Background: an optimization exercise with open tools, aiming at small area and few clock cycles per item. Do not read the settings as production practice. RTL that was checked went through simulation tests only; none was proved equivalent to the original.

==> inputs of run G <==
// fir_serial_mac
module fir_serial_mac #(
  parameter int DATA_WIDTH = 16,
  parameter int COEF_WIDTH = 16,
  parameter int TAPS       = 9,
  parameter int OUT_WIDTH  = 16,
  parameter int SHIFT      = 15
) (
  input  logic                         clk,
  input  logic                         reset,
  input  logic                         coef_wr,
  input  logic [$clog2(TAPS)-1:0]      coef_addr,
  input  logic signed [COEF_WIDTH-1:0] coef_data,
  input  logic                         in_valid,
  input  logic signed [DATA_WIDTH-1:0] in_data,
  output logic                         in_ready,
  output logic                         out_valid,
  output logic signed [OUT_WIDTH-1:0]  out_data,
  output logic                         out_sat,
  input  logic                         out_ready,
  output logic                         busy
);
==> flow/config.mk <==
export PLATFORM = sky130hd
export DESIGN_NAME = fir_serial_mac
export DESIGN_NICKNAME = fir_serial_mac
export VERILOG_FILES = /design/flow/design.v
export SDC_FILE = /design/flow/constraint.sdc
export NUM_CORES = 4
export LEC_CHECK = 0
export ABC_AREA = 1
export CAP_MARGIN = 20
export CORE_MARGIN = 2
export CORE_UTILIZATION = 40
export SLEW_MARGIN = 20
export SYNTH_HIERARCHICAL = 1
export SYNTH_MINIMUM_KEEP_SIZE = 0
==> flow/constraint.sdc <==
create_clock -name core_clock -period 10.0 [get_ports {clk}]
set_input_delay 2.0000 -clock core_clock [delete_from_list [all_inputs] [get_ports {clk}]]
set_output_delay 2.0000 -clock core_clock [all_outputs]
set_load 0.01 [all_outputs]
run.sh (not shown) runs the stock make flow with config.mk's settings and CLKGATE_MAP_FILE= SYNTH_SCRIPT=/design/flow/synth_recipe.tcl, a recipe that flattens the netlist after the stock synthesis.
==> inputs of run F, as changes to run G <==
Settings changed: GPL_TIMING_DRIVEN from default to 0.
==> results.yml <==
placement:
  dp_slack_ns: 0.1269
  io_buffers: 60
timing:
  slew_headroom_pct: 19.91
critical_path:
  cp.depth: 30
routing:
  num_vias: 54620
cells_and_area:
  register_area_um2: 6322
  areaGrowthSynthToFinish_pct: 11.23
status:
  status: "no timing/DRC/antenna violations"
Source of the figures above: run G

==> results.yml <==
status:
  status: "no timing/DRC/antenna violations"
cells_and_area:
  areaGrowthSynthToFinish_pct: 11.45
  drive_gt1_share_pct: 11.27
routing:
  num_vias: 55740
timing:
  slew_headroom_pct: 21.44
  layout_worst_path_cycle_share_pct: 98.77
global_routing:
  grt_overflow: 0
  use_met1_pct: 61.52
critical_path:
  cp.depth: 34
placement:
  dp_slack_ns: -1.191
  io_buffers: 58
synthesis:
  syn_avg_cell_area_um2: 9.538
Source of the figures above: run F

Function was not checked in any run of this note: the RTL went through the layout flow alone.

==> run a <==
fir_serial_mac, a different RTL version from the one above (not shown whole).
clock: 10.0 ns
lec_check: 0
abc_area: 1
cap_margin: 10
core_margin: 2
core_utilization: 55
cts_buf_list: sky130_fd_sc_hd__clkbuf_4 sky130_fd_sc_hd__clkbuf_8
cts_cluster_diameter: 50
cts_cluster_size: 10
gpl_timing_driven: 0
setup_slack_margin: 0.2
slew_margin: 10
synth_hierarchical: 1
synth_minimum_keep_size: 0
standard.sh (not shown) runs the stock make flow with config.mk's settings and CLKGATE_MAP_FILE= SYNTH_SCRIPT=/design/flow/synth_recipe.tcl, a recipe that flattens the netlist after the stock synthesis.
==> flow/flow/run.sh <==
#!/bin/bash
# The standard layout (the standard.sh: standard synthesis, then ORFS to finish), except that
# - floorplan removes the buffers ABC inserted during synthesis (REMOVE_ABC_BUFFERS=1) instead of
#   running timing repair on them; placement's repair_design re-buffers only the nets that need it;
# - every input and output port still gets its own buffer, but a sky130_fd_sc_hd__buf_1 instead
#   of the delay buffer buffer_ports picks by default;
# - after global routing, cells on paths with positive slack are downsized (RECOVER_POWER=100).
# Each ORFS step keeps its own log under orfs/logs/; make's own output goes to make.log.
set -euo pipefail
bash standard.sh REMOVE_ABC_BUFFERS=1 "BUFFER_PORTS_ARGS=-buffer_cell sky130_fd_sc_hd__buf_1" RECOVER_POWER=100 finish > make.log 2>&1
==> run b: changes against run a <==
==> flow/run.sh (new file) <==
#!/bin/bash
# synth_recipe.tcl (not shown) runs the flow's synth.tcl, then flattens the netlist and writes it again
# the make line also repeats each setting of config.mk as NAME=value (left out here)
make -C /OpenROAD-flow-scripts/flow DESIGN_CONFIG=/design/flow/config.mk WORK_HOME=/design/flow/orfs CLKGATE_MAP_FILE= SYNTH_SCRIPT=/design/flow/synth_recipe.tcl finish
- SETUP_SLACK_MARGIN: 0.2 -> unset
removed: flow/flow/run.sh
removed: flow/standard.sh
==> run c: changes against run a <==
==> flow/flow/run.sh (replaced) <==
#!/bin/bash
# The standard layout (the standard.sh: standard synthesis, then ORFS to finish), except that
# - floorplan removes the buffers ABC inserted during synthesis (REMOVE_ABC_BUFFERS=1) instead of
#   running timing repair on them; placement's repair_design re-buffers only the nets that need it;
# - every input and output port still gets its own buffer, but a sky130_fd_sc_hd__buf_1 instead
#   of the delay buffer buffer_ports picks by default.
# Each ORFS step keeps its own log under orfs/logs/; make's own output goes to make.log.
set -euo pipefail
bash standard.sh REMOVE_ABC_BUFFERS=1 "BUFFER_PORTS_ARGS=-buffer_cell sky130_fd_sc_hd__buf_1" finish > make.log 2>&1
- CORE_UTILIZATION: 55 -> 65
==> run d: changes against run a <==
==> flow/flow/run.sh (replaced) <==
#!/bin/bash
# The standard layout (the standard.sh: standard synthesis, then ORFS to finish), except that
# - floorplan removes the buffers ABC inserted during synthesis (REMOVE_ABC_BUFFERS=1) instead of
#   running timing repair on them; placement's repair_design re-buffers only the nets that need it;
# - every input and output port still gets its own buffer, but a sky130_fd_sc_hd__buf_1 instead
#   of the delay buffer buffer_ports picks by default.
# Each ORFS step keeps its own log under orfs/logs/; make's own output goes to make.log.
set -euo pipefail
bash standard.sh REMOVE_ABC_BUFFERS=1 "BUFFER_PORTS_ARGS=-buffer_cell sky130_fd_sc_hd__buf_1" finish > make.log 2>&1
==> notes <==
- In synthesized cell count, run b and run a do not differ.
- Worst setup slack: run b > run d > run c > run a.
- The lowest clock skew belongs to run c, the highest to run d.
- The highest final area belongs to run b, the lowest to run c.
- Fmax: run a < run c < run d < run b.
- Sequential share of layout area, lowest first: run b, run d, run a, run c.
- Against run b, the wire length of run d is lower by 2.8%.
- In run a the register-to-register slack is lower than in run c, by 20 ps.
- Run a finished but failed the layout checks on max-capacitance violations, max-slew violations. Run c finished clean. Run b produced a clean layout. Run d finished clean.
- Area after synthesis is the same in run d and run b.
Testbench counts of run a, summed over its fixed seeds: cycles 2,064, items 2,048.
Testbench counts of run b, summed over its fixed seeds: cycles 2,064, items 2,048.
Testbench counts of run c, summed over its fixed seeds: cycles 2,064, items 2,048.
Testbench counts of run d, summed over its fixed seeds: cycles 2,064, items 2,048.

==> try-nickel <==
fir_serial_mac, a different RTL version from the one above (not shown whole).
export LEC_CHECK = 0
export ABC_AREA = 1
export CAP_MARGIN = 20
export CORE_MARGIN = 2
export CORE_UTILIZATION = 40
export GPL_TIMING_DRIVEN = 0
export SLEW_MARGIN = 20
export SYNTH_HIERARCHICAL = 1
export SYNTH_MINIMUM_KEEP_SIZE = 0
create_clock -name core_clock -period 10.0 [get_ports {clk}]
run.sh (not shown) runs the stock make flow with config.mk's settings and CLKGATE_MAP_FILE= SYNTH_SCRIPT=/design/flow/synth_recipe.tcl, a recipe that flattens the netlist after the stock synthesis.
Stock flow here: none of the scripts above is used.
==> inputs of try-pepper, as changes to try-nickel <==
GPL_TIMING_DRIVEN = not set   (was 0)
==> inputs of try-ember, as changes to try-nickel <==
CAP_MARGIN = 10   (was 20)
CTS_BUF_LIST = sky130_fd_sc_hd__clkbuf_4 sky130_fd_sc_hd__clkbuf_8   (was not set)
SLEW_MARGIN = 10   (was 20)
==> qor summary <==
metric                                                                      try-pepper               try-ember              try-nickel
Status                                                                  finished clean          finished clean          finished clean
Register fraction of the total cell area                                        0.0954                  0.0964                  0.0963
Routing usage on met3                                                            0.116                   0.176                   0.163
GRT Util Overall                                                                 0.388                   0.473                   0.473
Final Routed Wirelength                                                      305000 um               371000 um               371000 um
Number of clock-tree buffers in the layout                                          57                      90                      52
Number of fill cells                                                             15000                   15200                   15100
Root buf cell                                                                clkbuf_16                clkbuf_8               clkbuf_16
Number of resized instances in the post-cts repair step                              0                      15                      15
Number of buffers other than clock buffers in the final layout                     392                     529                     535
Number of buffers created by CTS                                                    43                      58                      39
Startpoint of the most critical hold path                            c[7]$_SDFFE_PP0P_      c[26]$_SDFFE_PP0P_      c[26]$_SDFFE_PP0P_
CTS clock-pin slew for the worst setup and hold paths                            60 ps                   60 ps                   70 ps
Worst r2r path cells                                                                28                      26                      26
Number of DRC violations after detailed-routing iteration 0                       7459                    8148                    8474
Final core occ                                                                   0.438                   0.434                   0.435
Crit Reg-Reg Endpoint                                           out_data[14]$_DFFE_PN_  out_data[10]$_DFFE_PN_  out_data[10]$_DFFE_PN_
Post-route worst setup slack                                                    801 ps                  131 ps                  220 ps
Summed area of non-filler cells in the final layout                         66200 um^2              65700 um^2              65800 um^2
Met1 WL                                                                      117000 um               138000 um               139000 um
Detailed-router iteration count before antenna repair                                8                       6                       6
Met1 Use GR                                                                      0.502                   0.593                   0.602
Testbench counts of try-nickel, summed over its fixed seeds: cycles 2,064, items 2,048.
Testbench counts of try-pepper, summed over its fixed seeds: cycles 2,064, items 2,048.
Testbench counts of try-ember, summed over its fixed seeds: cycles 2,064, items 2,048.

==> static timing again, ports no longer ideal <==
How much do the figures lean on ideal ports? The routed layouts below were timed once more, with nothing changed but the port constraints. Step 1 assumes that a clkbuf_16 drives the clock port and a buf_2 every other input. Step 2 also shifts input and output timing later by t, the mid clock arrival at the registers, as if the neighbouring blocks saw the same clock. Slacks: ideal / step 1 / step 2; pairs: ideal / step 1.
| run | t (ns) | setup slack, ns | worst slew at a driven data input, ns |
|---|---|---|---|
| run G | 0.758 | 0.342 / 0.342 / 0.342 | 0.07 |
| run F | 0.756 | 0.123 / 0.123 / 0.123 | 0.08 |
| run a | 0.836 | 0.279 / 0.279 / -0.353 | 0.07 |
| run b | 0.865 | 0.390 / 0.390 / 0.390 | 0.04 |
| run c | 0.860 | 0.296 / 0.296 / 0.296 | 0.05 |
| run d | 0.839 | 0.389 / 0.389 / 0.389 | 0.07 |
| try-nickel | 0.772 | 0.220 / 0.220 / 0.220 | 0.07 |
| try-pepper | 0.711 | 0.801 / 0.801 / 0.801 | 0.05 |
| try-ember | 0.904 | 0.131 / 0.131 / 0.131 | 0.07 |
The setup slack of run a, which loses most, moves by 0.000 ns with the drivers and by -0.632 ns with both steps.
